This design comes from an exercise in tuning for small area, a short achievable clock period and few clock cycles on the open sky130 flow, not from production work. Function was checked by simulation only, so behaviour that the tests miss may differ from the original. No activity file was given, so power comes from the tool's default toggle rates.

==> design/flow/design.v <==
package window_mac5_acc_pkg;
  typedef enum logic [1:0] {IDLE, ACCUM, DRAIN, OUT} state_t;
  localparam int DEF_WORD_WIDTH = 16;
  localparam int DEF_FRAC_BITS = 8;
endpackage
module booth_enc (
  input  logic [15:0] w,
  output logic [7:0] one,
  output logic [7:0] two,
  output logic [7:0] neg
);
  assign one[0] = w[0] ^ 1'b0;
  assign two[0] = (w[1] & ~w[0] & ~1'b0) | (~w[1] & w[0] & 1'b0);
  assign neg[0] = w[1];
  assign one[1] = w[2] ^ w[1];
  assign two[1] = (w[3] & ~w[2] & ~w[1]) | (~w[3] & w[2] & w[1]);
  assign neg[1] = w[3];
  assign one[2] = w[4] ^ w[3];
  assign two[2] = (w[5] & ~w[4] & ~w[3]) | (~w[5] & w[4] & w[3]);
  assign neg[2] = w[5];
  assign one[3] = w[6] ^ w[5];
  assign two[3] = (w[7] & ~w[6] & ~w[5]) | (~w[7] & w[6] & w[5]);
  assign neg[3] = w[7];
  assign one[4] = w[8] ^ w[7];
  assign two[4] = (w[9] & ~w[8] & ~w[7]) | (~w[9] & w[8] & w[7]);
  assign neg[4] = w[9];
  assign one[5] = w[10] ^ w[9];
  assign two[5] = (w[11] & ~w[10] & ~w[9]) | (~w[11] & w[10] & w[9]);
  assign neg[5] = w[11];
  assign one[6] = w[12] ^ w[11];
  assign two[6] = (w[13] & ~w[12] & ~w[11]) | (~w[13] & w[12] & w[11]);
  assign neg[6] = w[13];
  assign one[7] = w[14] ^ w[13];
  assign two[7] = (w[15] & ~w[14] & ~w[13]) | (~w[15] & w[14] & w[13]);
  assign neg[7] = w[15];
endmodule
module pp_sum (
  input  logic [7:0] one,
  input  logic [7:0] two,
  input  logic [7:0] neg,
  input  logic [18:0] x,
  output logic [41:0] pa,
  output logic [41:0] pb,
  output logic [41:0] pc
);
  logic [20:0] xe;
  assign xe = {{2{x[18]}}, x};
  logic [19:0] pp0;
  assign pp0 = ({20{one[0]}} & xe[19:0] | {20{two[0]}} & {xe[18:0], 1'b0}) ^ {20{neg[0]}};
  logic [19:0] pp1;
  assign pp1 = ({20{one[1]}} & xe[19:0] | {20{two[1]}} & {xe[18:0], 1'b0}) ^ {20{neg[1]}};
  logic [19:0] pp2;
  assign pp2 = ({20{one[2]}} & xe[19:0] | {20{two[2]}} & {xe[18:0], 1'b0}) ^ {20{neg[2]}};
  logic [19:0] pp3;
  assign pp3 = ({20{one[3]}} & xe[19:0] | {20{two[3]}} & {xe[18:0], 1'b0}) ^ {20{neg[3]}};
  logic [19:0] pp4;
  assign pp4 = ({20{one[4]}} & xe[19:0] | {20{two[4]}} & {xe[18:0], 1'b0}) ^ {20{neg[4]}};
  logic [19:0] pp5;
  assign pp5 = ({20{one[5]}} & xe[19:0] | {20{two[5]}} & {xe[18:0], 1'b0}) ^ {20{neg[5]}};
  logic [19:0] pp6;
  assign pp6 = ({20{one[6]}} & xe[19:0] | {20{two[6]}} & {xe[18:0], 1'b0}) ^ {20{neg[6]}};
  logic [19:0] pp7;
  assign pp7 = ({20{one[7]}} & xe[19:0] | {20{two[7]}} & {xe[18:0], 1'b0}) ^ {20{neg[7]}};
  logic as1, ac1;
  assign as1 = neg[2] ^ pp0[4];
  assign ac1 = neg[2] & pp0[4];
  logic as2, ac2;
  assign as2 = pp0[5] ^ pp1[3];
  assign ac2 = pp0[5] & pp1[3];
  logic as3, ac3;
  assign as3 = neg[3] ^ pp0[6] ^ pp1[4];
  assign ac3 = (neg[3] & pp0[6]) | (neg[3] & pp1[4]) | (pp0[6] & pp1[4]);
  logic as4, ac4;
  assign as4 = pp2[2] ^ pp3[0];
  assign ac4 = pp2[2] & pp3[0];
  logic as5, ac5;
  assign as5 = pp0[7] ^ pp1[5] ^ pp2[3];
  assign ac5 = (pp0[7] & pp1[5]) | (pp0[7] & pp2[3]) | (pp1[5] & pp2[3]);
  logic as6, ac6;
  assign as6 = pp3[1] ^ ac4;
  assign ac6 = pp3[1] & ac4;
  logic as7, ac7;
  assign as7 = neg[4] ^ pp0[8] ^ pp1[6];
  assign ac7 = (neg[4] & pp0[8]) | (neg[4] & pp1[6]) | (pp0[8] & pp1[6]);
  logic as8, ac8;
  assign as8 = pp2[4] ^ pp3[2] ^ pp4[0];
  assign ac8 = (pp2[4] & pp3[2]) | (pp2[4] & pp4[0]) | (pp3[2] & pp4[0]);
  logic as9, ac9;
  assign as9 = ac5 ^ ac6;
  assign ac9 = ac5 & ac6;
  logic as10, ac10;
  assign as10 = pp0[9] ^ pp1[7] ^ pp2[5];
  assign ac10 = (pp0[9] & pp1[7]) | (pp0[9] & pp2[5]) | (pp1[7] & pp2[5]);
  logic as11, ac11;
  assign as11 = pp3[3] ^ pp4[1] ^ ac7;
  assign ac11 = (pp3[3] & pp4[1]) | (pp3[3] & ac7) | (pp4[1] & ac7);
  logic as12, ac12;
  assign as12 = ac8 ^ as10;
  assign ac12 = ac8 & as10;
  logic as13, ac13;
  assign as13 = neg[5] ^ pp0[10] ^ pp1[8];
  assign ac13 = (neg[5] & pp0[10]) | (neg[5] & pp1[8]) | (pp0[10] & pp1[8]);
  logic as14, ac14;
  assign as14 = pp2[6] ^ pp3[4] ^ pp4[2];
  assign ac14 = (pp2[6] & pp3[4]) | (pp2[6] & pp4[2]) | (pp3[4] & pp4[2]);
  logic as15, ac15;
  assign as15 = pp5[0] ^ ac10 ^ as13;
  assign ac15 = (pp5[0] & ac10) | (pp5[0] & as13) | (ac10 & as13);
  logic as16, ac16;
  assign as16 = as14 ^ ac12;
  assign ac16 = as14 & ac12;
  logic as17, ac17;
  assign as17 = pp0[11] ^ pp1[9] ^ pp2[7];
  assign ac17 = (pp0[11] & pp1[9]) | (pp0[11] & pp2[7]) | (pp1[9] & pp2[7]);
  logic as18, ac18;
  assign as18 = pp3[5] ^ pp4[3] ^ pp5[1];
  assign ac18 = (pp3[5] & pp4[3]) | (pp3[5] & pp5[1]) | (pp4[3] & pp5[1]);
  logic as19, ac19;
  assign as19 = ac13 ^ ac14 ^ as17;
  assign ac19 = (ac13 & ac14) | (ac13 & as17) | (ac14 & as17);
  logic as20, ac20;
  assign as20 = as18 ^ ac15;
  assign ac20 = as18 & ac15;
  logic as21, ac21;
  assign as21 = neg[6] ^ pp0[12] ^ pp1[10];
  assign ac21 = (neg[6] & pp0[12]) | (neg[6] & pp1[10]) | (pp0[12] & pp1[10]);
  logic as22, ac22;
  assign as22 = pp2[8] ^ pp3[6] ^ pp4[4];
  assign ac22 = (pp2[8] & pp3[6]) | (pp2[8] & pp4[4]) | (pp3[6] & pp4[4]);
  logic as23, ac23;
  assign as23 = pp5[2] ^ pp6[0] ^ ac17;
  assign ac23 = (pp5[2] & pp6[0]) | (pp5[2] & ac17) | (pp6[0] & ac17);
  logic as24, ac24;
  assign as24 = ac18 ^ as21 ^ as22;
  assign ac24 = (ac18 & as21) | (ac18 & as22) | (as21 & as22);
  logic as25, ac25;
  assign as25 = ac19 ^ as23;
  assign ac25 = ac19 & as23;
  logic as26, ac26;
  assign as26 = pp0[13] ^ pp1[11] ^ pp2[9];
  assign ac26 = (pp0[13] & pp1[11]) | (pp0[13] & pp2[9]) | (pp1[11] & pp2[9]);
  logic as27, ac27;
  assign as27 = pp3[7] ^ pp4[5] ^ pp5[3];
  assign ac27 = (pp3[7] & pp4[5]) | (pp3[7] & pp5[3]) | (pp4[5] & pp5[3]);
  logic as28, ac28;
  assign as28 = pp6[1] ^ ac21 ^ ac22;
  assign ac28 = (pp6[1] & ac21) | (pp6[1] & ac22) | (ac21 & ac22);
  logic as29, ac29;
  assign as29 = as26 ^ as27 ^ ac23;
  assign ac29 = (as26 & as27) | (as26 & ac23) | (as27 & ac23);
  logic as30, ac30;
  assign as30 = ac24 ^ as28;
  assign ac30 = ac24 & as28;
  logic as31, ac31;
  assign as31 = neg[7] ^ pp0[14] ^ pp1[12];
  assign ac31 = (neg[7] & pp0[14]) | (neg[7] & pp1[12]) | (pp0[14] & pp1[12]);
  logic as32, ac32;
  assign as32 = pp2[10] ^ pp3[8] ^ pp4[6];
  assign ac32 = (pp2[10] & pp3[8]) | (pp2[10] & pp4[6]) | (pp3[8] & pp4[6]);
  logic as33, ac33;
  assign as33 = pp5[4] ^ pp6[2] ^ pp7[0];
  assign ac33 = (pp5[4] & pp6[2]) | (pp5[4] & pp7[0]) | (pp6[2] & pp7[0]);
  logic as34, ac34;
  assign as34 = ac26 ^ ac27 ^ as31;
  assign ac34 = (ac26 & ac27) | (ac26 & as31) | (ac27 & as31);
  logic as35, ac35;
  assign as35 = as32 ^ as33 ^ ac28;
  assign ac35 = (as32 & as33) | (as32 & ac28) | (as33 & ac28);
  logic as36, ac36;
  assign as36 = as34 ^ ac30;
  assign ac36 = as34 & ac30;
  logic as37, ac37;
  assign as37 = pp0[15] ^ pp1[13] ^ pp2[11];
  assign ac37 = (pp0[15] & pp1[13]) | (pp0[15] & pp2[11]) | (pp1[13] & pp2[11]);
  logic as38, ac38;
  assign as38 = pp3[9] ^ pp4[7] ^ pp5[5];
  assign ac38 = (pp3[9] & pp4[7]) | (pp3[9] & pp5[5]) | (pp4[7] & pp5[5]);
  logic as39, ac39;
  assign as39 = pp6[3] ^ pp7[1] ^ ac31;
  assign ac39 = (pp6[3] & pp7[1]) | (pp6[3] & ac31) | (pp7[1] & ac31);
  logic as40, ac40;
  assign as40 = ac32 ^ ac33 ^ as37;
  assign ac40 = (ac32 & ac33) | (ac32 & as37) | (ac33 & as37);
  logic as41, ac41;
  assign as41 = as38 ^ ac34 ^ as39;
  assign ac41 = (as38 & ac34) | (as38 & as39) | (ac34 & as39);
  logic as42, ac42;
  assign as42 = as40 ^ ac35;
  assign ac42 = as40 & ac35;
  logic as43, ac43;
  assign as43 = pp0[16] ^ pp1[14] ^ pp2[12];
  assign ac43 = (pp0[16] & pp1[14]) | (pp0[16] & pp2[12]) | (pp1[14] & pp2[12]);
  logic as44, ac44;
  assign as44 = pp3[10] ^ pp4[8] ^ pp5[6];
  assign ac44 = (pp3[10] & pp4[8]) | (pp3[10] & pp5[6]) | (pp4[8] & pp5[6]);
  logic as45, ac45;
  assign as45 = pp6[4] ^ pp7[2] ^ ac37;
  assign ac45 = (pp6[4] & pp7[2]) | (pp6[4] & ac37) | (pp7[2] & ac37);
  logic as46, ac46;
  assign as46 = ac38 ^ as43 ^ as44;
  assign ac46 = (ac38 & as43) | (ac38 & as44) | (as43 & as44);
  logic as47, ac47;
  assign as47 = ac39 ^ ac40 ^ as45;
  assign ac47 = (ac39 & ac40) | (ac39 & as45) | (ac40 & as45);
  logic as48, ac48;
  assign as48 = as46 ^ ac41;
  assign ac48 = as46 & ac41;
  logic as49, ac49;
  assign as49 = pp0[17] ^ pp1[15] ^ pp2[13];
  assign ac49 = (pp0[17] & pp1[15]) | (pp0[17] & pp2[13]) | (pp1[15] & pp2[13]);
  logic as50, ac50;
  assign as50 = pp3[11] ^ pp4[9] ^ pp5[7];
  assign ac50 = (pp3[11] & pp4[9]) | (pp3[11] & pp5[7]) | (pp4[9] & pp5[7]);
  logic as51, ac51;
  assign as51 = pp6[5] ^ pp7[3] ^ ac43;
  assign ac51 = (pp6[5] & pp7[3]) | (pp6[5] & ac43) | (pp7[3] & ac43);
  logic as52, ac52;
  assign as52 = ac44 ^ as49 ^ as50;
  assign ac52 = (ac44 & as49) | (ac44 & as50) | (as49 & as50);
  logic as53, ac53;
  assign as53 = ac45 ^ ac46 ^ as51;
  assign ac53 = (ac45 & ac46) | (ac45 & as51) | (ac46 & as51);
  logic as54, ac54;
  assign as54 = as52 ^ ac47;
  assign ac54 = as52 & ac47;
  logic as55, ac55;
  assign as55 = pp0[18] ^ pp1[16] ^ pp2[14];
  assign ac55 = (pp0[18] & pp1[16]) | (pp0[18] & pp2[14]) | (pp1[16] & pp2[14]);
  logic as56, ac56;
  assign as56 = pp3[12] ^ pp4[10] ^ pp5[8];
  assign ac56 = (pp3[12] & pp4[10]) | (pp3[12] & pp5[8]) | (pp4[10] & pp5[8]);
  logic as57, ac57;
  assign as57 = pp6[6] ^ pp7[4] ^ ac49;
  assign ac57 = (pp6[6] & pp7[4]) | (pp6[6] & ac49) | (pp7[4] & ac49);
  logic as58, ac58;
  assign as58 = ac50 ^ as55 ^ as56;
  assign ac58 = (ac50 & as55) | (ac50 & as56) | (as55 & as56);
  logic as59, ac59;
  assign as59 = ac51 ^ ac52 ^ as57;
  assign ac59 = (ac51 & ac52) | (ac51 & as57) | (ac52 & as57);
  logic as60, ac60;
  assign as60 = as58 ^ ac53;
  assign ac60 = as58 & ac53;
  logic as61, ac61;
  assign as61 = 1'b1 ^ ~pp0[19] ^ pp1[17];
  assign ac61 = (1'b1 & ~pp0[19]) | (1'b1 & pp1[17]) | (~pp0[19] & pp1[17]);
  logic as62, ac62;
  assign as62 = pp2[15] ^ pp3[13] ^ pp4[11];
  assign ac62 = (pp2[15] & pp3[13]) | (pp2[15] & pp4[11]) | (pp3[13] & pp4[11]);
  logic as63, ac63;
  assign as63 = pp5[9] ^ pp6[7] ^ pp7[5];
  assign ac63 = (pp5[9] & pp6[7]) | (pp5[9] & pp7[5]) | (pp6[7] & pp7[5]);
  logic as64, ac64;
  assign as64 = ac55 ^ ac56 ^ as61;
  assign ac64 = (ac55 & ac56) | (ac55 & as61) | (ac56 & as61);
  logic as65, ac65;
  assign as65 = as62 ^ as63 ^ ac57;
  assign ac65 = (as62 & as63) | (as62 & ac57) | (as63 & ac57);
  logic as66, ac66;
  assign as66 = ac58 ^ as64 ^ as65;
  assign ac66 = (ac58 & as64) | (ac58 & as65) | (as64 & as65);
  logic as67, ac67;
  assign as67 = 1'b1 ^ pp1[18] ^ pp2[16];
  assign ac67 = (1'b1 & pp1[18]) | (1'b1 & pp2[16]) | (pp1[18] & pp2[16]);
  logic as68, ac68;
  assign as68 = pp3[14] ^ pp4[12] ^ pp5[10];
  assign ac68 = (pp3[14] & pp4[12]) | (pp3[14] & pp5[10]) | (pp4[12] & pp5[10]);
  logic as69, ac69;
  assign as69 = pp6[8] ^ pp7[6] ^ ac61;
  assign ac69 = (pp6[8] & pp7[6]) | (pp6[8] & ac61) | (pp7[6] & ac61);
  logic as70, ac70;
  assign as70 = ac62 ^ ac63 ^ as67;
  assign ac70 = (ac62 & ac63) | (ac62 & as67) | (ac63 & as67);
  logic as71, ac71;
  assign as71 = as68 ^ ac64 ^ as69;
  assign ac71 = (as68 & ac64) | (as68 & as69) | (ac64 & as69);
  logic as72, ac72;
  assign as72 = as70 ^ ac65;
  assign ac72 = as70 & ac65;
  logic as73, ac73;
  assign as73 = ~pp1[19] ^ pp2[17] ^ pp3[15];
  assign ac73 = (~pp1[19] & pp2[17]) | (~pp1[19] & pp3[15]) | (pp2[17] & pp3[15]);
  logic as74, ac74;
  assign as74 = pp4[13] ^ pp5[11] ^ pp6[9];
  assign ac74 = (pp4[13] & pp5[11]) | (pp4[13] & pp6[9]) | (pp5[11] & pp6[9]);
  logic as75, ac75;
  assign as75 = pp7[7] ^ ac67 ^ ac68;
  assign ac75 = (pp7[7] & ac67) | (pp7[7] & ac68) | (ac67 & ac68);
  logic as76, ac76;
  assign as76 = as73 ^ as74 ^ ac69;
  assign ac76 = (as73 & as74) | (as73 & ac69) | (as74 & ac69);
  logic as77, ac77;
  assign as77 = ac70 ^ as75 ^ as76;
  assign ac77 = (ac70 & as75) | (ac70 & as76) | (as75 & as76);
  logic as78, ac78;
  assign as78 = 1'b1 ^ pp2[18] ^ pp3[16];
  assign ac78 = (1'b1 & pp2[18]) | (1'b1 & pp3[16]) | (pp2[18] & pp3[16]);
  logic as79, ac79;
  assign as79 = pp4[14] ^ pp5[12] ^ pp6[10];
  assign ac79 = (pp4[14] & pp5[12]) | (pp4[14] & pp6[10]) | (pp5[12] & pp6[10]);
  logic as80, ac80;
  assign as80 = pp7[8] ^ ac73 ^ ac74;
  assign ac80 = (pp7[8] & ac73) | (pp7[8] & ac74) | (ac73 & ac74);
  logic as81, ac81;
  assign as81 = as78 ^ as79 ^ ac75;
  assign ac81 = (as78 & as79) | (as78 & ac75) | (as79 & ac75);
  logic as82, ac82;
  assign as82 = as80 ^ ac76;
  assign ac82 = as80 & ac76;
  logic as83, ac83;
  assign as83 = ~pp2[19] ^ pp3[17] ^ pp4[15];
  assign ac83 = (~pp2[19] & pp3[17]) | (~pp2[19] & pp4[15]) | (pp3[17] & pp4[15]);
  logic as84, ac84;
  assign as84 = pp5[13] ^ pp6[11] ^ pp7[9];
  assign ac84 = (pp5[13] & pp6[11]) | (pp5[13] & pp7[9]) | (pp6[11] & pp7[9]);
  logic as85, ac85;
  assign as85 = ac78 ^ ac79 ^ as83;
  assign ac85 = (ac78 & ac79) | (ac78 & as83) | (ac79 & as83);
  logic as86, ac86;
  assign as86 = as84 ^ ac80 ^ as85;
  assign ac86 = (as84 & ac80) | (as84 & as85) | (ac80 & as85);
  logic as87, ac87;
  assign as87 = 1'b1 ^ pp3[18] ^ pp4[16];
  assign ac87 = (1'b1 & pp3[18]) | (1'b1 & pp4[16]) | (pp3[18] & pp4[16]);
  logic as88, ac88;
  assign as88 = pp5[14] ^ pp6[12] ^ pp7[10];
  assign ac88 = (pp5[14] & pp6[12]) | (pp5[14] & pp7[10]) | (pp6[12] & pp7[10]);
  logic as89, ac89;
  assign as89 = ac83 ^ ac84 ^ as87;
  assign ac89 = (ac83 & ac84) | (ac83 & as87) | (ac84 & as87);
  logic as90, ac90;
  assign as90 = as88 ^ ac85;
  assign ac90 = as88 & ac85;
  logic as91, ac91;
  assign as91 = ~pp3[19] ^ pp4[17] ^ pp5[15];
  assign ac91 = (~pp3[19] & pp4[17]) | (~pp3[19] & pp5[15]) | (pp4[17] & pp5[15]);
  logic as92, ac92;
  assign as92 = pp6[13] ^ pp7[11] ^ ac87;
  assign ac92 = (pp6[13] & pp7[11]) | (pp6[13] & ac87) | (pp7[11] & ac87);
  logic as93, ac93;
  assign as93 = ac88 ^ as91 ^ ac89;
  assign ac93 = (ac88 & as91) | (ac88 & ac89) | (as91 & ac89);
  logic as94, ac94;
  assign as94 = 1'b1 ^ pp4[18] ^ pp5[16];
  assign ac94 = (1'b1 & pp4[18]) | (1'b1 & pp5[16]) | (pp4[18] & pp5[16]);
  logic as95, ac95;
  assign as95 = pp6[14] ^ pp7[12] ^ ac91;
  assign ac95 = (pp6[14] & pp7[12]) | (pp6[14] & ac91) | (pp7[12] & ac91);
  logic as96, ac96;
  assign as96 = as94 ^ ac92;
  assign ac96 = as94 & ac92;
  logic as97, ac97;
  assign as97 = ~pp4[19] ^ pp5[17] ^ pp6[15];
  assign ac97 = (~pp4[19] & pp5[17]) | (~pp4[19] & pp6[15]) | (pp5[17] & pp6[15]);
  logic as98, ac98;
  assign as98 = pp7[13] ^ ac94 ^ as97;
  assign ac98 = (pp7[13] & ac94) | (pp7[13] & as97) | (ac94 & as97);
  logic as99, ac99;
  assign as99 = 1'b1 ^ pp5[18] ^ pp6[16];
  assign ac99 = (1'b1 & pp5[18]) | (1'b1 & pp6[16]) | (pp5[18] & pp6[16]);
  logic as100, ac100;
  assign as100 = pp7[14] ^ ac97;
  assign ac100 = pp7[14] & ac97;
  logic as101, ac101;
  assign as101 = ~pp5[19] ^ pp6[17] ^ pp7[15];
  assign ac101 = (~pp5[19] & pp6[17]) | (~pp5[19] & pp7[15]) | (pp6[17] & pp7[15]);
  logic as102, ac102;
  assign as102 = 1'b1 ^ pp6[18];
  assign ac102 = 1'b1 & pp6[18];
  assign pa[0] = neg[0];
  assign pb[0] = pp0[0];
  assign pc[0] = 1'b0;
  assign pa[1] = pp0[1];
  assign pb[1] = 1'b0;
  assign pc[1] = 1'b0;
  assign pa[2] = neg[1];
  assign pb[2] = pp0[2];
  assign pc[2] = pp1[0];
  assign pa[3] = pp0[3];
  assign pb[3] = pp1[1];
  assign pc[3] = 1'b0;
  assign pa[4] = pp1[2];
  assign pb[4] = pp2[0];
  assign pc[4] = as1;
  assign pa[5] = pp2[1];
  assign pb[5] = ac1;
  assign pc[5] = as2;
  assign pa[6] = ac2;
  assign pb[6] = as4;
  assign pc[6] = as3;
  assign pa[7] = ac3;
  assign pb[7] = as5;
  assign pc[7] = as6;
  assign pa[8] = as7;
  assign pb[8] = as8;
  assign pc[8] = as9;
  assign pa[9] = ac9;
  assign pb[9] = as12;
  assign pc[9] = as11;
  assign pa[10] = ac11;
  assign pb[10] = as15;
  assign pc[10] = as16;
  assign pa[11] = ac16;
  assign pb[11] = as19;
  assign pc[11] = as20;
  assign pa[12] = as24;
  assign pb[12] = ac20;
  assign pc[12] = as25;
  assign pa[13] = ac25;
  assign pb[13] = as30;
  assign pc[13] = as29;
  assign pa[14] = ac29;
  assign pb[14] = as35;
  assign pc[14] = as36;
  assign pa[15] = ac36;
  assign pb[15] = as41;
  assign pc[15] = as42;
  assign pa[16] = as47;
  assign pb[16] = ac42;
  assign pc[16] = as48;
  assign pa[17] = as53;
  assign pb[17] = ac48;
  assign pc[17] = as54;
  assign pa[18] = as59;
  assign pb[18] = ac54;
  assign pc[18] = as60;
  assign pa[19] = ac59;
  assign pb[19] = ac60;
  assign pc[19] = as66;
  assign pa[20] = as71;
  assign pb[20] = as72;
  assign pc[20] = ac66;
  assign pa[21] = ac71;
  assign pb[21] = ac72;
  assign pc[21] = as77;
  assign pa[22] = as81;
  assign pb[22] = as82;
  assign pc[22] = ac77;
  assign pa[23] = ac81;
  assign pb[23] = as86;
  assign pc[23] = ac82;
  assign pa[24] = as89;
  assign pb[24] = as90;
  assign pc[24] = ac86;
  assign pa[25] = as92;
  assign pb[25] = ac90;
  assign pc[25] = as93;
  assign pa[26] = as95;
  assign pb[26] = as96;
  assign pc[26] = ac93;
  assign pa[27] = ac95;
  assign pb[27] = as98;
  assign pc[27] = ac96;
  assign pa[28] = as99;
  assign pb[28] = as100;
  assign pc[28] = ac98;
  assign pa[29] = ac99;
  assign pb[29] = as101;
  assign pc[29] = ac100;
  assign pa[30] = pp7[16];
  assign pb[30] = as102;
  assign pc[30] = ac101;
  assign pa[31] = ~pp6[19];
  assign pb[31] = pp7[17];
  assign pc[31] = ac102;
  assign pa[32] = 1'b1;
  assign pb[32] = pp7[18];
  assign pc[32] = 1'b0;
  assign pa[33] = ~pp7[19];
  assign pb[33] = 1'b0;
  assign pc[33] = 1'b0;
  assign pa[34] = 1'b1;
  assign pb[34] = 1'b0;
  assign pc[34] = 1'b0;
  assign pa[35] = 1'b1;
  assign pb[35] = 1'b0;
  assign pc[35] = 1'b0;
  assign pa[36] = 1'b1;
  assign pb[36] = 1'b0;
  assign pc[36] = 1'b0;
  assign pa[37] = 1'b1;
  assign pb[37] = 1'b0;
  assign pc[37] = 1'b0;
  assign pa[38] = 1'b1;
  assign pb[38] = 1'b0;
  assign pc[38] = 1'b0;
  assign pa[39] = 1'b1;
  assign pb[39] = 1'b0;
  assign pc[39] = 1'b0;
  assign pa[40] = 1'b1;
  assign pb[40] = 1'b0;
  assign pc[40] = 1'b0;
  assign pa[41] = 1'b1;
  assign pb[41] = 1'b0;
  assign pc[41] = 1'b0;
endmodule
module acc_add (
  input  logic [41:0] acc,
  input  logic [7:0] cin,
  input  logic [41:0] pa,
  input  logic [41:0] pb,
  input  logic [41:0] pc,
  output logic [41:0] acc_n,
  output logic [7:0] cout
);
  logic [41:0] r0, r1;
  logic bs1, bc1;
  assign bs1 = acc[0] ^ pa[0] ^ pb[0];
  assign bc1 = (acc[0] & pa[0]) | (acc[0] & pb[0]) | (pa[0] & pb[0]);
  logic bs2, bc2;
  assign bs2 = acc[1] ^ pa[1] ^ pb[1];
  assign bc2 = (acc[1] & pa[1]) | (acc[1] & pb[1]) | (pa[1] & pb[1]);
  logic bs3, bc3;
  assign bs3 = pc[1] ^ bc1;
  assign bc3 = pc[1] & bc1;
  logic bs4, bc4;
  assign bs4 = acc[2] ^ pa[2] ^ pb[2];
  assign bc4 = (acc[2] & pa[2]) | (acc[2] & pb[2]) | (pa[2] & pb[2]);
  logic bs5, bc5;
  assign bs5 = pc[2] ^ bc2 ^ bs4;
  assign bc5 = (pc[2] & bc2) | (pc[2] & bs4) | (bc2 & bs4);
  logic bs6, bc6;
  assign bs6 = acc[3] ^ pa[3] ^ pb[3];
  assign bc6 = (acc[3] & pa[3]) | (acc[3] & pb[3]) | (pa[3] & pb[3]);
  logic bs7, bc7;
  assign bs7 = pc[3] ^ bc4 ^ bs6;
  assign bc7 = (pc[3] & bc4) | (pc[3] & bs6) | (bc4 & bs6);
  logic bs8, bc8;
  assign bs8 = acc[4] ^ pa[4] ^ pb[4];
  assign bc8 = (acc[4] & pa[4]) | (acc[4] & pb[4]) | (pa[4] & pb[4]);
  logic bs9, bc9;
  assign bs9 = pc[4] ^ bc6 ^ bs8;
  assign bc9 = (pc[4] & bc6) | (pc[4] & bs8) | (bc6 & bs8);
  logic bs10, bc10;
  assign bs10 = acc[5] ^ pa[5] ^ pb[5];
  assign bc10 = (acc[5] & pa[5]) | (acc[5] & pb[5]) | (pa[5] & pb[5]);
  logic bs11, bc11;
  assign bs11 = pc[5] ^ bc8 ^ bs10;
  assign bc11 = (pc[5] & bc8) | (pc[5] & bs10) | (bc8 & bs10);
  logic bs12, bc12;
  assign bs12 = acc[6] ^ pa[6] ^ pb[6];
  assign bc12 = (acc[6] & pa[6]) | (acc[6] & pb[6]) | (pa[6] & pb[6]);
  logic bs13, bc13;
  assign bs13 = pc[6] ^ bc10 ^ bs12;
  assign bc13 = (pc[6] & bc10) | (pc[6] & bs12) | (bc10 & bs12);
  logic bs14, bc14;
  assign bs14 = acc[7] ^ pa[7] ^ pb[7];
  assign bc14 = (acc[7] & pa[7]) | (acc[7] & pb[7]) | (pa[7] & pb[7]);
  logic bs15, bc15;
  assign bs15 = pc[7] ^ bc12 ^ bs14;
  assign bc15 = (pc[7] & bc12) | (pc[7] & bs14) | (bc12 & bs14);
  logic bs16, bc16;
  assign bs16 = acc[8] ^ pa[8] ^ pb[8];
  assign bc16 = (acc[8] & pa[8]) | (acc[8] & pb[8]) | (pa[8] & pb[8]);
  logic bs17, bc17;
  assign bs17 = pc[8] ^ bc14 ^ bs16;
  assign bc17 = (pc[8] & bc14) | (pc[8] & bs16) | (bc14 & bs16);
  logic bs18, bc18;
  assign bs18 = acc[9] ^ pa[9] ^ pb[9];
  assign bc18 = (acc[9] & pa[9]) | (acc[9] & pb[9]) | (pa[9] & pb[9]);
  logic bs19, bc19;
  assign bs19 = pc[9] ^ bc16 ^ bs18;
  assign bc19 = (pc[9] & bc16) | (pc[9] & bs18) | (bc16 & bs18);
  logic bs20, bc20;
  assign bs20 = acc[10] ^ pa[10] ^ pb[10];
  assign bc20 = (acc[10] & pa[10]) | (acc[10] & pb[10]) | (pa[10] & pb[10]);
  logic bs21, bc21;
  assign bs21 = pc[10] ^ bc18 ^ bs20;
  assign bc21 = (pc[10] & bc18) | (pc[10] & bs20) | (bc18 & bs20);
  logic bs22, bc22;
  assign bs22 = acc[11] ^ pa[11] ^ pb[11];
  assign bc22 = (acc[11] & pa[11]) | (acc[11] & pb[11]) | (pa[11] & pb[11]);
  logic bs23, bc23;
  assign bs23 = pc[11] ^ bc20 ^ bs22;
  assign bc23 = (pc[11] & bc20) | (pc[11] & bs22) | (bc20 & bs22);
  logic bs24, bc24;
  assign bs24 = acc[12] ^ pa[12] ^ pb[12];
  assign bc24 = (acc[12] & pa[12]) | (acc[12] & pb[12]) | (pa[12] & pb[12]);
  logic bs25, bc25;
  assign bs25 = pc[12] ^ bc22 ^ bs24;
  assign bc25 = (pc[12] & bc22) | (pc[12] & bs24) | (bc22 & bs24);
  logic bs26, bc26;
  assign bs26 = acc[13] ^ pa[13] ^ pb[13];
  assign bc26 = (acc[13] & pa[13]) | (acc[13] & pb[13]) | (pa[13] & pb[13]);
  logic bs27, bc27;
  assign bs27 = pc[13] ^ bc24 ^ bs26;
  assign bc27 = (pc[13] & bc24) | (pc[13] & bs26) | (bc24 & bs26);
  logic bs28, bc28;
  assign bs28 = acc[14] ^ pa[14] ^ pb[14];
  assign bc28 = (acc[14] & pa[14]) | (acc[14] & pb[14]) | (pa[14] & pb[14]);
  logic bs29, bc29;
  assign bs29 = pc[14] ^ bc26 ^ bs28;
  assign bc29 = (pc[14] & bc26) | (pc[14] & bs28) | (bc26 & bs28);
  logic bs30, bc30;
  assign bs30 = acc[15] ^ pa[15] ^ pb[15];
  assign bc30 = (acc[15] & pa[15]) | (acc[15] & pb[15]) | (pa[15] & pb[15]);
  logic bs31, bc31;
  assign bs31 = pc[15] ^ bc28 ^ bs30;
  assign bc31 = (pc[15] & bc28) | (pc[15] & bs30) | (bc28 & bs30);
  logic bs32, bc32;
  assign bs32 = acc[16] ^ pa[16] ^ pb[16];
  assign bc32 = (acc[16] & pa[16]) | (acc[16] & pb[16]) | (pa[16] & pb[16]);
  logic bs33, bc33;
  assign bs33 = pc[16] ^ bc30 ^ bs32;
  assign bc33 = (pc[16] & bc30) | (pc[16] & bs32) | (bc30 & bs32);
  logic bs34, bc34;
  assign bs34 = acc[17] ^ pa[17] ^ pb[17];
  assign bc34 = (acc[17] & pa[17]) | (acc[17] & pb[17]) | (pa[17] & pb[17]);
  logic bs35, bc35;
  assign bs35 = pc[17] ^ bc32 ^ bs34;
  assign bc35 = (pc[17] & bc32) | (pc[17] & bs34) | (bc32 & bs34);
  logic bs36, bc36;
  assign bs36 = acc[18] ^ pa[18] ^ pb[18];
  assign bc36 = (acc[18] & pa[18]) | (acc[18] & pb[18]) | (pa[18] & pb[18]);
  logic bs37, bc37;
  assign bs37 = pc[18] ^ bc34 ^ bs36;
  assign bc37 = (pc[18] & bc34) | (pc[18] & bs36) | (bc34 & bs36);
  logic bs38, bc38;
  assign bs38 = acc[19] ^ pa[19] ^ pb[19];
  assign bc38 = (acc[19] & pa[19]) | (acc[19] & pb[19]) | (pa[19] & pb[19]);
  logic bs39, bc39;
  assign bs39 = pc[19] ^ bc36 ^ bs38;
  assign bc39 = (pc[19] & bc36) | (pc[19] & bs38) | (bc36 & bs38);
  logic bs40, bc40;
  assign bs40 = acc[20] ^ pa[20] ^ pb[20];
  assign bc40 = (acc[20] & pa[20]) | (acc[20] & pb[20]) | (pa[20] & pb[20]);
  logic bs41, bc41;
  assign bs41 = pc[20] ^ bc38 ^ bs40;
  assign bc41 = (pc[20] & bc38) | (pc[20] & bs40) | (bc38 & bs40);
  logic bs42, bc42;
  assign bs42 = acc[21] ^ pa[21] ^ pb[21];
  assign bc42 = (acc[21] & pa[21]) | (acc[21] & pb[21]) | (pa[21] & pb[21]);
  logic bs43, bc43;
  assign bs43 = pc[21] ^ bc40 ^ bs42;
  assign bc43 = (pc[21] & bc40) | (pc[21] & bs42) | (bc40 & bs42);
  logic bs44, bc44;
  assign bs44 = acc[22] ^ pa[22] ^ pb[22];
  assign bc44 = (acc[22] & pa[22]) | (acc[22] & pb[22]) | (pa[22] & pb[22]);
  logic bs45, bc45;
  assign bs45 = pc[22] ^ bc42 ^ bs44;
  assign bc45 = (pc[22] & bc42) | (pc[22] & bs44) | (bc42 & bs44);
  logic bs46, bc46;
  assign bs46 = acc[23] ^ pa[23] ^ pb[23];
  assign bc46 = (acc[23] & pa[23]) | (acc[23] & pb[23]) | (pa[23] & pb[23]);
  logic bs47, bc47;
  assign bs47 = pc[23] ^ bc44 ^ bs46;
  assign bc47 = (pc[23] & bc44) | (pc[23] & bs46) | (bc44 & bs46);
  logic bs48, bc48;
  assign bs48 = acc[24] ^ pa[24] ^ pb[24];
  assign bc48 = (acc[24] & pa[24]) | (acc[24] & pb[24]) | (pa[24] & pb[24]);
  logic bs49, bc49;
  assign bs49 = pc[24] ^ bc46 ^ bs48;
  assign bc49 = (pc[24] & bc46) | (pc[24] & bs48) | (bc46 & bs48);
  logic bs50, bc50;
  assign bs50 = acc[25] ^ pa[25] ^ pb[25];
  assign bc50 = (acc[25] & pa[25]) | (acc[25] & pb[25]) | (pa[25] & pb[25]);
  logic bs51, bc51;
  assign bs51 = pc[25] ^ bc48 ^ bs50;
  assign bc51 = (pc[25] & bc48) | (pc[25] & bs50) | (bc48 & bs50);
  logic bs52, bc52;
  assign bs52 = acc[26] ^ pa[26] ^ pb[26];
  assign bc52 = (acc[26] & pa[26]) | (acc[26] & pb[26]) | (pa[26] & pb[26]);
  logic bs53, bc53;
  assign bs53 = pc[26] ^ bc50 ^ bs52;
  assign bc53 = (pc[26] & bc50) | (pc[26] & bs52) | (bc50 & bs52);
  logic bs54, bc54;
  assign bs54 = acc[27] ^ pa[27] ^ pb[27];
  assign bc54 = (acc[27] & pa[27]) | (acc[27] & pb[27]) | (pa[27] & pb[27]);
  logic bs55, bc55;
  assign bs55 = pc[27] ^ bc52 ^ bs54;
  assign bc55 = (pc[27] & bc52) | (pc[27] & bs54) | (bc52 & bs54);
  logic bs56, bc56;
  assign bs56 = acc[28] ^ pa[28] ^ pb[28];
  assign bc56 = (acc[28] & pa[28]) | (acc[28] & pb[28]) | (pa[28] & pb[28]);
  logic bs57, bc57;
  assign bs57 = pc[28] ^ bc54 ^ bs56;
  assign bc57 = (pc[28] & bc54) | (pc[28] & bs56) | (bc54 & bs56);
  logic bs58, bc58;
  assign bs58 = acc[29] ^ pa[29] ^ pb[29];
  assign bc58 = (acc[29] & pa[29]) | (acc[29] & pb[29]) | (pa[29] & pb[29]);
  logic bs59, bc59;
  assign bs59 = pc[29] ^ bc56 ^ bs58;
  assign bc59 = (pc[29] & bc56) | (pc[29] & bs58) | (bc56 & bs58);
  logic bs60, bc60;
  assign bs60 = acc[30] ^ pa[30] ^ pb[30];
  assign bc60 = (acc[30] & pa[30]) | (acc[30] & pb[30]) | (pa[30] & pb[30]);
  logic bs61, bc61;
  assign bs61 = pc[30] ^ bc58 ^ bs60;
  assign bc61 = (pc[30] & bc58) | (pc[30] & bs60) | (bc58 & bs60);
  logic bs62, bc62;
  assign bs62 = acc[31] ^ pa[31] ^ pb[31];
  assign bc62 = (acc[31] & pa[31]) | (acc[31] & pb[31]) | (pa[31] & pb[31]);
  logic bs63, bc63;
  assign bs63 = pc[31] ^ bc60 ^ bs62;
  assign bc63 = (pc[31] & bc60) | (pc[31] & bs62) | (bc60 & bs62);
  logic bs64, bc64;
  assign bs64 = acc[32] ^ pa[32] ^ pb[32];
  assign bc64 = (acc[32] & pa[32]) | (acc[32] & pb[32]) | (pa[32] & pb[32]);
  logic bs65, bc65;
  assign bs65 = pc[32] ^ bc62 ^ bs64;
  assign bc65 = (pc[32] & bc62) | (pc[32] & bs64) | (bc62 & bs64);
  logic bs66, bc66;
  assign bs66 = acc[33] ^ pa[33] ^ pb[33];
  assign bc66 = (acc[33] & pa[33]) | (acc[33] & pb[33]) | (pa[33] & pb[33]);
  logic bs67, bc67;
  assign bs67 = pc[33] ^ bc64 ^ bs66;
  assign bc67 = (pc[33] & bc64) | (pc[33] & bs66) | (bc64 & bs66);
  logic bs68, bc68;
  assign bs68 = acc[34] ^ pa[34] ^ pb[34];
  assign bc68 = (acc[34] & pa[34]) | (acc[34] & pb[34]) | (pa[34] & pb[34]);
  logic bs69, bc69;
  assign bs69 = pc[34] ^ bc66 ^ bs68;
  assign bc69 = (pc[34] & bc66) | (pc[34] & bs68) | (bc66 & bs68);
  logic bs70, bc70;
  assign bs70 = acc[35] ^ pa[35] ^ pb[35];
  assign bc70 = (acc[35] & pa[35]) | (acc[35] & pb[35]) | (pa[35] & pb[35]);
  logic bs71, bc71;
  assign bs71 = pc[35] ^ bc68 ^ bs70;
  assign bc71 = (pc[35] & bc68) | (pc[35] & bs70) | (bc68 & bs70);
  logic bs72, bc72;
  assign bs72 = acc[36] ^ pa[36] ^ pb[36];
  assign bc72 = (acc[36] & pa[36]) | (acc[36] & pb[36]) | (pa[36] & pb[36]);
  logic bs73, bc73;
  assign bs73 = pc[36] ^ bc70 ^ bs72;
  assign bc73 = (pc[36] & bc70) | (pc[36] & bs72) | (bc70 & bs72);
  logic bs74, bc74;
  assign bs74 = acc[37] ^ pa[37] ^ pb[37];
  assign bc74 = (acc[37] & pa[37]) | (acc[37] & pb[37]) | (pa[37] & pb[37]);
  logic bs75, bc75;
  assign bs75 = pc[37] ^ bc72 ^ bs74;
  assign bc75 = (pc[37] & bc72) | (pc[37] & bs74) | (bc72 & bs74);
  logic bs76, bc76;
  assign bs76 = acc[38] ^ pa[38] ^ pb[38];
  assign bc76 = (acc[38] & pa[38]) | (acc[38] & pb[38]) | (pa[38] & pb[38]);
  logic bs77, bc77;
  assign bs77 = pc[38] ^ bc74 ^ bs76;
  assign bc77 = (pc[38] & bc74) | (pc[38] & bs76) | (bc74 & bs76);
  logic bs78, bc78;
  assign bs78 = acc[39] ^ pa[39] ^ pb[39];
  assign bc78 = (acc[39] & pa[39]) | (acc[39] & pb[39]) | (pa[39] & pb[39]);
  logic bs79, bc79;
  assign bs79 = pc[39] ^ bc76 ^ bs78;
  assign bc79 = (pc[39] & bc76) | (pc[39] & bs78) | (bc76 & bs78);
  logic bs80, bc80;
  assign bs80 = acc[40] ^ pa[40] ^ pb[40];
  assign bc80 = (acc[40] & pa[40]) | (acc[40] & pb[40]) | (pa[40] & pb[40]);
  logic bs81, bc81;
  assign bs81 = pc[40] ^ bc78 ^ bs80;
  assign bc81 = (pc[40] & bc78) | (pc[40] & bs80) | (bc78 & bs80);
  logic bs82, bc82;
  assign bs82 = acc[41] ^ pa[41] ^ pb[41];
  assign bc82 = (acc[41] & pa[41]) | (acc[41] & pb[41]) | (pa[41] & pb[41]);
  logic bs83, bc83;
  assign bs83 = pc[41] ^ bc80 ^ bs82;
  assign bc83 = (pc[41] & bc80) | (pc[41] & bs82) | (bc80 & bs82);
  assign r0[0] = pc[0];
  assign r1[0] = bs1;
  assign r0[1] = bs2;
  assign r1[1] = bs3;
  assign r0[2] = bc3;
  assign r1[2] = bs5;
  assign r0[3] = bc5;
  assign r1[3] = bs7;
  assign r0[4] = bc7;
  assign r1[4] = bs9;
  assign r0[5] = bc9;
  assign r1[5] = bs11;
  assign r0[6] = bc11;
  assign r1[6] = bs13;
  assign r0[7] = bc13;
  assign r1[7] = bs15;
  assign r0[8] = bc15;
  assign r1[8] = bs17;
  assign r0[9] = bc17;
  assign r1[9] = bs19;
  assign r0[10] = bc19;
  assign r1[10] = bs21;
  assign r0[11] = bc21;
  assign r1[11] = bs23;
  assign r0[12] = bc23;
  assign r1[12] = bs25;
  assign r0[13] = bc25;
  assign r1[13] = bs27;
  assign r0[14] = bc27;
  assign r1[14] = bs29;
  assign r0[15] = bc29;
  assign r1[15] = bs31;
  assign r0[16] = bc31;
  assign r1[16] = bs33;
  assign r0[17] = bc33;
  assign r1[17] = bs35;
  assign r0[18] = bc35;
  assign r1[18] = bs37;
  assign r0[19] = bc37;
  assign r1[19] = bs39;
  assign r0[20] = bc39;
  assign r1[20] = bs41;
  assign r0[21] = bc41;
  assign r1[21] = bs43;
  assign r0[22] = bc43;
  assign r1[22] = bs45;
  assign r0[23] = bc45;
  assign r1[23] = bs47;
  assign r0[24] = bc47;
  assign r1[24] = bs49;
  assign r0[25] = bc49;
  assign r1[25] = bs51;
  assign r0[26] = bc51;
  assign r1[26] = bs53;
  assign r0[27] = bc53;
  assign r1[27] = bs55;
  assign r0[28] = bc55;
  assign r1[28] = bs57;
  assign r0[29] = bc57;
  assign r1[29] = bs59;
  assign r0[30] = bc59;
  assign r1[30] = bs61;
  assign r0[31] = bc61;
  assign r1[31] = bs63;
  assign r0[32] = bc63;
  assign r1[32] = bs65;
  assign r0[33] = bc65;
  assign r1[33] = bs67;
  assign r0[34] = bc67;
  assign r1[34] = bs69;
  assign r0[35] = bc69;
  assign r1[35] = bs71;
  assign r0[36] = bc71;
  assign r1[36] = bs73;
  assign r0[37] = bc73;
  assign r1[37] = bs75;
  assign r0[38] = bc75;
  assign r1[38] = bs77;
  assign r0[39] = bc77;
  assign r1[39] = bs79;
  assign r0[40] = bc79;
  assign r1[40] = bs81;
  assign r0[41] = bc81;
  assign r1[41] = bs83;
  assign {cout[0], acc_n[4:0]} = 6'(r0[4:0]) + 6'(r1[4:0]) + 6'(1'b0);
  assign {cout[1], acc_n[9:5]} = 6'(r0[9:5]) + 6'(r1[9:5]) + 6'(cin[0]);
  assign {cout[2], acc_n[14:10]} = 6'(r0[14:10]) + 6'(r1[14:10]) + 6'(cin[1]);
  assign {cout[3], acc_n[19:15]} = 6'(r0[19:15]) + 6'(r1[19:15]) + 6'(cin[2]);
  assign {cout[4], acc_n[24:20]} = 6'(r0[24:20]) + 6'(r1[24:20]) + 6'(cin[3]);
  assign {cout[5], acc_n[29:25]} = 6'(r0[29:25]) + 6'(r1[29:25]) + 6'(cin[4]);
  assign {cout[6], acc_n[34:30]} = 6'(r0[34:30]) + 6'(r1[34:30]) + 6'(cin[5]);
  assign {cout[7], acc_n[39:35]} = 6'(r0[39:35]) + 6'(r1[39:35]) + 6'(cin[6]);
  assign acc_n[41:40] = r0[41:40] + r1[41:40] + 2'(cin[7]);
endmodule
import window_mac5_acc_pkg::*;
module window_mac5_acc #(
  parameter int WORD_WIDTH = window_mac5_acc_pkg::DEF_WORD_WIDTH,
  parameter int FRAC_BITS  = window_mac5_acc_pkg::DEF_FRAC_BITS,
  parameter int CNT_WIDTH  = 8
) (
  input  logic                  clk,
  input  logic                  rst,
  input  logic                  w_load,
  input  logic [2:0]            w_idx,
  input  logic [WORD_WIDTH-1:0] w_data,
  input  logic                  start,
  input  logic [CNT_WIDTH-1:0]  acc_len,
  input  logic                  in_valid,
  input  logic [WORD_WIDTH-1:0] data_in_0,
  input  logic [WORD_WIDTH-1:0] data_in_1,
  input  logic [WORD_WIDTH-1:0] data_in_2,
  input  logic [WORD_WIDTH-1:0] data_in_3,
  input  logic [WORD_WIDTH-1:0] data_in_4,
  output logic                  busy,
  output logic                  out_valid,
  output logic [WORD_WIDTH-1:0] out_data
);
  localparam int XW = WORD_WIDTH + 3;             
  localparam int SW = 2 * WORD_WIDTH + CNT_WIDTH + 2;   
  localparam int PW = SW;                         
  localparam int L1 = 5;                          
  localparam int L2 = 10;                         
  localparam int L3 = 15;
  localparam logic [CNT_WIDTH-1:0] DONE_CNT = CNT_WIDTH'(-7);
  localparam int CH = 5;                          
  localparam int NCH = (SW + CH - 1) / CH;
  logic [4:0][WORD_WIDTH-1:0] weight;
  logic [4:0][WORD_WIDTH-1:0] window;
  logic [4:0][XW-1:0] x_sum, x_keep, x_add, x_nxt;
  logic [4:0] x_c1, x_c2, x_c3, c1_nxt, c2_nxt, c3_nxt;
  logic [4:0] ring;
  logic [4:0] w_set;       
  logic [XW-1:0] xr, x_sel, x_pick;
  logic c1_sel, c2_sel, c3_sel;
  logic [WORD_WIDTH-1:0] w_sel;
  logic [WORD_WIDTH/2-1:0] one, two, neg, one_r, two_r, neg_r;
  logic [PW-1:0] pa, pb, pc, pa_r, pb_r, pc_r;
  logic [SW-1:0] acc, acc_nxt, total, pend;
  logic [NCH-2:0] acc_cy, cy_nxt;
  logic [CNT_WIDTH-1:0] cnt;
  logic accum;
  logic idle, busy_nx;
  logic [4:0] ring_nx, keep;
  logic go, accept, last, fire;
  logic [SW-FRAC_BITS-1:0] rounded;
  logic [WORD_WIDTH-1:0] result;
  logic in_range;
  assign window = {data_in_4, data_in_3, data_in_2, data_in_1, data_in_0};
  assign go = idle && start && acc_len != '0;
  assign accept = accum && in_valid;
  assign last = accept && cnt == CNT_WIDTH'(1);
  assign fire = !idle && !accum && cnt == DONE_CNT;
  assign busy_nx = idle ? go : !fire;
  assign ring_nx = {ring[3:0], ring[4]};
  for (genvar i = 0; i < 5; i++) begin : g_tap
    assign x_keep[i] = keep[i] ? x_sum[i] : XW'(0);
    assign x_add[i] = accept ? XW'($signed(window[i])) : XW'(0);
    assign {c1_nxt[i], x_nxt[i][L1-1:0]} = (L1+1)'(x_keep[i][L1-1:0]) + (L1+1)'(x_add[i][L1-1:0]);
    assign {c2_nxt[i], x_nxt[i][L2-1:L1]} = (L2-L1+1)'(x_keep[i][L2-1:L1])
                                          + (L2-L1+1)'(x_add[i][L2-1:L1]) + (L2-L1+1)'(keep[i] && x_c1[i]);
    assign {c3_nxt[i], x_nxt[i][L3-1:L2]} = (L3-L2+1)'(x_keep[i][L3-1:L2])
                                          + (L3-L2+1)'(x_add[i][L3-1:L2]) + (L3-L2+1)'(keep[i] && x_c2[i]);
    assign x_nxt[i][XW-1:L3] = x_keep[i][XW-1:L3] + x_add[i][XW-1:L3] + (XW-L3)'(keep[i] && x_c3[i]);
  end
  always_comb begin
    x_sel = '0;
    c1_sel = 1'b0;
    c2_sel = 1'b0;
    c3_sel = 1'b0;
    w_sel = '0;
    for (int i = 0; i < 5; i++) begin
      x_sel = x_sel | ({XW{ring[i]}} & x_sum[i]);
      c1_sel = c1_sel | (ring[i] & x_c1[i]);
      c2_sel = c2_sel | (ring[i] & x_c2[i]);
      c3_sel = c3_sel | (ring[i] & x_c3[i]);
      w_sel = w_sel | ({WORD_WIDTH{ring[i] && w_set[i]}} & weight[i]);
    end
  end
  assign x_pick = {x_sel[XW-1:L1] + (XW-L1)'({c3_sel, {(L3-L2-1){1'b0}}, c2_sel, {(L2-L1-1){1'b0}}, c1_sel}),
                   x_sel[L1-1:0]};
  booth_enc u_enc (
    .w(w_sel),
    .one(one),
    .two(two),
    .neg(neg)
  );
  pp_sum u_pp (
    .one(one_r),
    .two(two_r),
    .neg(neg_r),
    .x(xr),
    .pa(pa),
    .pb(pb),
    .pc(pc)
  );
  acc_add u_acc (
    .acc(acc),
    .cin(acc_cy),
    .pa(pa_r),
    .pb(pb_r),
    .pc(pc_r),
    .acc_n(acc_nxt),
    .cout(cy_nxt)
  );
  always_comb begin
    pend = '0;
    for (int c = 1; c < NCH; c++) pend[c*CH] = acc_cy[c-1];
  end
  assign total = acc + pend;
  assign rounded = total[SW-1:FRAC_BITS];
  assign in_range = &rounded[SW-FRAC_BITS-1:WORD_WIDTH-1] || ~|rounded[SW-FRAC_BITS-1:WORD_WIDTH-1];
  assign result = in_range ? rounded[WORD_WIDTH-1:0]
                           : {rounded[SW-FRAC_BITS-1], {(WORD_WIDTH-1){~rounded[SW-FRAC_BITS-1]}}};
  always_ff @(posedge clk) begin
    x_sum <= x_nxt;
    x_c1 <= c1_nxt;
    x_c2 <= c2_nxt;
    x_c3 <= c3_nxt;
    xr <= (idle || rst) ? '0 : x_pick;
    one_r <= one;
    two_r <= two;
    neg_r <= neg;
    pa_r <= pa;
    pb_r <= pb;
    pc_r <= pc;
    for (int i = 0; i < 5; i++)
      if (idle && w_load && w_idx == 3'(i)) weight[i] <= w_data;
    acc <= idle ? SW'(1 << (FRAC_BITS - 1)) : acc_nxt;
    acc_cy <= idle ? '0 : cy_nxt;
    keep <= (busy_nx && !rst) ? ~ring_nx : '0;
    cnt <= idle ? acc_len : cnt - CNT_WIDTH'(!accum || in_valid);
    if (rst) begin
      ring <= 5'b00001;
      busy <= 1'b0;
      idle <= 1'b1;
      accum <= 1'b0;
      out_valid <= 1'b0;
      out_data <= '0;
      w_set <= '0;
    end else begin
      ring <= ring_nx;
      busy <= busy_nx;
      idle <= !busy_nx;
      accum <= accum ? !last : go;
      out_valid <= fire;
      if (fire) out_data <= result;
      for (int i = 0; i < 5; i++)
        if (idle && w_load && w_idx == 3'(i)) w_set[i] <= 1'b1;
    end
  end
endmodule
==> design/flow/flow/run.sh <==
#!/bin/bash
set -euo pipefail
export BUFFER_PORTS_ARGS="-buffer_cell sky130_fd_sc_hd__buf_2"
bash standard.sh finish > standard.log 2>&1
==> design/flow/standard.sh <==
#!/bin/bash
# synth_recipe.tcl (not shown) runs the flow's synth.tcl, then flattens the netlist and writes it again
# the make line also repeats each setting of config.mk as NAME=value (left out here)
make -C /OpenROAD-flow-scripts/flow DESIGN_CONFIG=/design/flow/config.mk WORK_HOME=/design/flow/orfs CLKGATE_MAP_FILE= SYNTH_SCRIPT=/design/flow/synth_recipe.tcl "${@:-finish}"
==> design/flow/config.mk <==
export PLATFORM = sky130hd
export DESIGN_NAME = window_mac5_acc
export DESIGN_NICKNAME = window_mac5_acc
export VERILOG_FILES = /design/flow/design.v
export SDC_FILE = /design/flow/constraint.sdc
export NUM_CORES = 4
export LEC_CHECK = 0
export CAP_MARGIN = 20
export CORE_MARGIN = 2
export CORE_UTILIZATION = 40
export CTS_CLUSTER_DIAMETER = 100
export CTS_CLUSTER_SIZE = 22
export SETUP_SLACK_MARGIN = 4.8
export SLEW_MARGIN = 20
==> design/flow/constraint.sdc <==
create_clock -name core_clock -period 7.5 [get_ports {clk}]
set_input_delay 1.5000 -clock core_clock [delete_from_list [all_inputs] [get_ports {clk}]]
set_output_delay 1.5000 -clock core_clock [all_outputs]
set_load 0.01 [all_outputs]
==> results of run 1 <==
==> tightest hold or removal path, cell delays in order (launching register included) <==
cell and delay (ns):
dfxtp_1 0.33, nor2_1 0.04, nor2_1 0.07
==> final timing paths <==
check                              start       end  slack, ns  cells after the start
worst max-delay path             pa_r[5]    acc[9]       4.63                     10
worst min-delay path            w_set[2]  w_set[2]       0.47                      2
worst max register to register   pa_r[5]    acc[9]       4.63                     10
worst min register to register  w_set[2]  w_set[2]       0.47                      2
==> per-stage QoR <==
step | setup WS [ns] | power [mW] | hold WS (ns) | utilization (%) | std cells
6_report | 4.63 | 5.17 | 0.467 | 45.7 | 3361
2_1_floorplan | 4.48 | 3.51 | 0.347 | - | 2433
4_1_cts | 4.59 | 5.18 | 0.472 | 44.8 | 3326
3_5_place_dp | 3.68 | 3.81 | 0.451 | 43.0 | 3270
5_1_grt | 4.46 | 5.51 | 0.496 | 45.7 | 3360
3_3_place_gp | 3.75 | 3.77 | 0.444 | 43.0 | 3270
==> where the power goes <==
part,leakage [nW],internal [mW],switching (mW)
combinational,8.72,0.593,0.645
sequential,3.52,2.43,0.164
clock,0.314,0.581,0.754
total,12.6,3.60,1.56
==> layout make-up <==
class	instances	area, µm²
diodes	3	7.51
clock buffers	30	612
clock inverters	3	33.8
fillers	5773	33500
inverters	244	920
multi-input cells	1624	14800
flip-flops and latches	420	9340
well taps	837	1050
repair buffers	200	1400
==> timing repair <==
action,4_1_cts,5_1_grt
pin swaps,27,36
setup buffers,19,31
gates cloned,4,1
setup endpoints to repair,167,54
gates resized for setup,84,73
==> registers in the layout, summed over array words and instances (netlist names) <==
name / flops
acc_cy: 8
accum: 1
two_r: 8
x_sum: 95
x_c2: 5
idle: 1
weight: 80
xr: 19
out_valid: 1
acc: 42
busy: 1
out_data: 16
one_r: 8
pa_r: 33
pb_r: 32
x_c1: 5
pc_r: 29
keep: 5
ring: 5
neg_r: 8
w_set: 5
x_c3: 5
cnt: 8
==> placed cells by master (no fill, tap or decap), drive strengths merged, types with 40 or more instances in the layout <==
cell type,netlist,routed
fa,185,185
nand2,158,158
a21oi,74,74
edfxtp,80,80
a22oi,186,186
nor2,90,90
ha,162,162
xor2,98,98
nor2b,40,40
a21o,69,69
buf,18,197
and3,67,67
o21ai,50,50
dfxtp,340,340
xnor2,183,183
inv,244,245
and2,80,82
==> metal layers <==
layer / vias to the layer above / part of all wire (%) / wire length (µm) / GRT usage (%)
li1: 8375 / - / - / -
met1: 8538 / 45 / 27800 / 25.9
met2: 495 / 47 / 28700 / 31.5
met3: 94 / 5.3 / 3250 / 2.38
met4: 4 / 2.5 / 1510 / 5.02
met5: - / 0.023 / 14 / 0
==> cells by family (layout without fill, tap and decap cells) <==
family	count (synthesis)	after routing	share of synthesized area, %
compound gates	471	471	13.5
xor+xnor	281	281	9.88
mux	4	4	0.211
other cells	0	3	0
fa+ha+maj	347	347	23.0
simple gates	519	521	10.6
flops	420	420	37.0
buf+inv	391	477	5.89
==> flow_summary.yaml, run 1 <==
synth:
  synth_fp_nets: 2892
  avgSynthCellArea_um2: 10.2
  synth_top_area_share_pct: 27.3
  synth-edff-count: 80
  ys_seq_elements: 420
  synth_warnings: 1
  synth_top_cell_by_area: "dfxtp_1"
  dominantRegCellSynth: "dfxtp_1"
  synth_area_um2: 24900
  yosysUniqueCellTypes: 67
  synth-async-reset-ratio_pct: 0
  synth_area_leaders: "dfxtp_1, fa_1, edfxtp_1"
  yosysMostFrequentCell: "dfxtp_1"
  yosysSeqAreaShare_pct: 37.0
  postSynthCellCount: 2433
  synthTopCellsByCount: "dfxtp_1, inv_1, a22oi_1"
hold_path:
  hp-class: "reg2reg"
timing:
  fin_crit_ns: 2.87
  hold_violations: 0
  tightestPinTransition_ns: 1.03
  slew_violations: 0
  slew_headroom_pct: 31.4
  setup_violations: 0
  fmax_ghz: 0.348
  fin_skew_ns: 0.0277
  rsz0062_at_grt: "yes"
  setup_tns_ns: 0
  fin_crit_sh_pct: 38.3
route:
  post_drt_wl_per_cell_um: 18.2
  route.detailed.drc: 0
  drtPass1Iterations: 6
  vias_per_cell: 5.21
  ant_nets: 0
  drt_iter0_markers: 1372
  via_count: 17500
  wirelength_um: 61200
floorplan:
  chipHeight_um: 254
  coreArea_um2: 61600
  boundaryPins: 130
  dieArea_um2: 64300
  start_util_pct: 40.5
  die_x_um: 254
  rows: 91
place:
  port-buffer-count: 129
  dp_hpwl_um: 44000
  gp_congestion: 0.861
  dpl_cell_area_um2: 26500
global_route:
  grt.overflow.total: 0
  grt_usage_pct: 18.9
  grt_pass1_vias: 17800
  grt_pass1_wl_um: 97100
  grt_antenna_before_repair: 5
  grt_max_degree: 66
cells_and_area:
  nNetsFinal: 2972
  syn2layout_area_growth_pct: 12.9
  stdcell_area_um2: 28100
  drive_gt1_share_pct: 16.9
worst_setup_path:
  end_kind: "flip-flop"
  cp-start-kind: "flip-flop"
  path_cells: "fa_1, inv_1, fa_1, inv_2, fa_2, fa_2, a21o_1, a21oi_2, xor2_1, nor2_1"
  arrival_ns: 3.32
  max_stage_delay_ns: 0.52
  slowest_stage: "fa_1"
  crit_buf_inv: 2
  critPathKind: "reg2reg"
  crit_fanout: 2
  cp_top_family: "adder cells"
  cp.required_ns: 7.94
cts:
  cts.sinks: 420
  clk_latency_ns: 0.58
  cts-buffers-inserted: 23
  clk_pin_slew_ns: 0.09
  cts_tree: "built"
  htreeDepth: 1
  cts.path.max_buffers: 3
  root_buffer: "clkbuf_16"
  cts.hold.buffers_added: 0
pwr:
  p_leak_nw: 12.6
  power_density_nw_per_um2: 184
  irDropWorstVdd_uv: 148
status:
  status: "no timing/DRC/antenna violations"
job:
  maxCapViolations: 0
Testbench counts, summed over its fixed seeds: cycles 17,141.
==> run 2, diff against run 1 <==
--- a/design/flow/config.mk
+++ b/design/flow/config.mk
@@ -5,10 +5,10 @@
 export SDC_FILE = /design/flow/constraint.sdc
 export NUM_CORES = 4
 export LEC_CHECK = 0
-export CAP_MARGIN = 20
+export CAP_MARGIN = 5
 export CORE_MARGIN = 2
 export CORE_UTILIZATION = 40
 export CTS_CLUSTER_DIAMETER = 100
 export CTS_CLUSTER_SIZE = 22
 export SETUP_SLACK_MARGIN = 4.8
-export SLEW_MARGIN = 20
+export SLEW_MARGIN = 5
==> flow_summary.yaml, run 2 <==
timing:
  hold_violations: 0
  rsz0062_at_grt: "yes"
  fin_skew_ns: 0.0277
  slew_violations: 0
  setup_violations: 0
  fin_crit_ns: 2.87
  slew_headroom_pct: 31.4
  setup_tns_ns: 0
  fin_crit_sh_pct: 38.3
  fmax_ghz: 0.348
  tightestPinTransition_ns: 1.03
hold_path:
  hp-class: "reg2reg"
cts:
  cts_tree: "built"
  htreeDepth: 1
  root_buffer: "clkbuf_16"
  cts.sinks: 420
  cts.hold.buffers_added: 0
  clk_latency_ns: 0.58
  cts.path.max_buffers: 3
  cts-buffers-inserted: 23
  clk_pin_slew_ns: 0.09
worst_setup_path:
  arrival_ns: 3.32
  cp-start-kind: "flip-flop"
  max_stage_delay_ns: 0.52
  slowest_stage: "fa_1"
  critPathKind: "reg2reg"
  path_cells: "fa_1, inv_1, fa_1, inv_2, fa_2, fa_2, a21o_1, a21oi_2, xor2_1, nor2_1"
  cp.required_ns: 7.94
  crit_fanout: 2
  end_kind: "flip-flop"
synth:
  synth_top_cell_by_area: "dfxtp_1"
  yosysSeqAreaShare_pct: 37.0
  postSynthCellCount: 2433
  yosysUniqueCellTypes: 67
  synth_warnings: 1
  synth_area_leaders: "dfxtp_1, fa_1, edfxtp_1"
  synth_top_area_share_pct: 27.3
  ys_seq_elements: 420
  avgSynthCellArea_um2: 10.2
  synth_area_um2: 24900
  dominantRegCellSynth: "dfxtp_1"
  synth-edff-count: 80
  synth_fp_nets: 2892
  synthTopCellsByCount: "dfxtp_1, inv_1, a22oi_1"
  synth-async-reset-ratio_pct: 0
  yosysMostFrequentCell: "dfxtp_1"
place:
  gp_congestion: 0.861
  port-buffer-count: 129
  dp_hpwl_um: 44000
global_route:
  grt_max_degree: 66
  grt.overflow.total: 0
  grt_antenna_before_repair: 5
  grt_pass1_wl_um: 97100
  grt_pass1_vias: 17800
  grt_usage_pct: 18.9
route:
  route.detailed.drc: 0
  drtPass1Iterations: 6
  post_drt_wl_per_cell_um: 18.2
  ant_nets: 0
  wirelength_um: 61200
  via_count: 17500
  vias_per_cell: 5.21
  drt_iter0_markers: 1372
pwr:
  p_clk_share_pct: 25.8
  totalPowerFinal_mw: 5.17
  p_leak_nw: 12.6
  power_density_nw_per_um2: 184
  swShare_pct: 30.3
  irDropWorstVdd_uv: 148
  p_switching_mw: 1.56
  pwr-share-comb_pct: 24.0
  internal_power_mw: 3.60
  power_frac_seq_pct: 50.2
floorplan:
  die_x_um: 254
  start_util_pct: 40.5
  rows: 91
  coreArea_um2: 61600
  dieArea_um2: 64300
  chipHeight_um: 254
  boundaryPins: 130
cells_and_area:
  syn2layout_area_growth_pct: 12.9
  largest_reg_flops: 95
  max_flop_register: "x_sum"
  drive_gt1_share_pct: 16.9
  layout_commonest_cell: "dfxtp_1"
  nNetsFinal: 2972
  top_regs: "x_sum (95), weight (80), acc (42)"
  layout_common_cells: "dfxtp_1, inv_1, a22oi_1, xnor2_1, ha_1"
job:
  maxCapViolations: 0
status:
  status: "no timing/DRC/antenna violations"
==> run 2: worst max-delay path: cells and delay by family (launching register included) <==
family | cells | cell delay (ns)
simple gates | 1 | 0.05
compound gates | 2 | 0.33
flops | 1 | 0.33
xor+xnor | 1 | 0.17
fa+ha+maj | 4 | 1.78
buf+inv | 2 | 0.09
==> run 2: cell families after synthesis <==
kind of cell	count (synthesis)	share of synthesized area, %
and+or+nand+nor	519	10.6
AOI/OAI and AO/OA	471	13.5
DFF	420	37.0
buffers and inverters	391	5.89
adders and majority gates	347	23.0
xor gates and xnor gates	281	9.88
muxes	4	0.211
==> run 2: per-layer routing <==
| metal | up-vias | share of wire (%) | GRT usage (%) |
|---|---|---|---|
| met2 | 495 | 47 | 31.5 |
| met4 | 4 | 2.5 | 5.02 |
| met3 | 94 | 5.3 | 2.38 |
| li1 | 8375 | - | - |
| met5 | - | 0.023 | 0 |
| met1 | 8538 | 45 | 25.9 |
==> run 2: path summary, 6_finish.rpt <==
kind	endpoint	slack, ns	depth (start not counted)	start
worst min register to register	w_set[2]	0.47	2	w_set[2]
worst max register to register	acc[9]	4.63	10	pa_r[5]
worst max-delay path	acc[9]	4.63	10	pa_r[5]
worst min-delay path	w_set[2]	0.47	2	w_set[2]
==> run 2: metrics by stage <==
step / cell area (µm²) / cells / setup slack [ns] / hold WS [ns] / utilization [%]
floorplan: 25300 / 2433 / 4.48 / 0.347 / -
global route: 28100 / 3360 / 4.46 / 0.496 / 45.7
CTS: 27600 / 3326 / 4.59 / 0.472 / 44.8
finish: 28100 / 3361 / 4.63 / 0.467 / 45.7
global placement: 26500 / 3270 / 3.75 / 0.444 / 43.0
detailed placement: 26500 / 3270 / 3.68 / 0.451 / 43.0
==> run 2: power groups by stage <==
stage               clock network (mW)  logic (mW)  registers, mW
floorplan                            0       0.942           2.57
global placement                     0        1.12           2.65
detailed placement                   0        1.16           2.65
CTS                               1.38        1.20           2.60
global route                      1.47        1.43           2.61
finish                            1.34        1.24           2.59
==> run 2: layout make-up <==
| type | instances | area [µm²] |
|---|---|---|
| Fill cell | 5773 | 33500 |
| Clock buffer | 30 | 612 |
| Antenna cell | 3 | 7.51 |
| Inverter | 244 | 920 |
| Clock inverter | 3 | 33.8 |
| Multi-Input combinational cell | 1624 | 14800 |
| Sequential cell | 420 | 9340 |
| Timing Repair Buffer | 200 | 1400 |
| Tap cell | 837 | 1050 |
==> run 2: repair_timing <==
item,4_1_cts,5_1_grt
cloned,4,1
pin swaps,27,36
setup buffers,19,31
setup endpoints to repair,167,54
resized for setup,84,73

-- what the ideal ports hide --
The results above use ideal ports. As a check the final layouts listed here were re-extracted and re-timed, cells and wires unchanged. Step 1, drivers: a clkbuf_16 drives clk and a buf_2 each remaining input, both assumed. Step 2, shift: input delay + t, output delay - t, t = (earliest + latest rising clock arrival at the registers) / 2. This alone moves slack from input paths to output paths. Slacks: ideal ports / drivers / drivers and shift; pairs: ideal ports / drivers.
run	shift t [ns]	setup WS [ns]	hold WS [ns]	slew at the worst register clock pin (ns)
run 1	0.624	4.628 / 4.628 / 4.207	0.467 / 0.467 / 0.467	0.10 / 0.10
run 2	0.624	4.628 / 4.628 / 4.207	0.467 / 0.467 / 0.467	0.10 / 0.10
After both steps setup and hold are still met in every run listed.
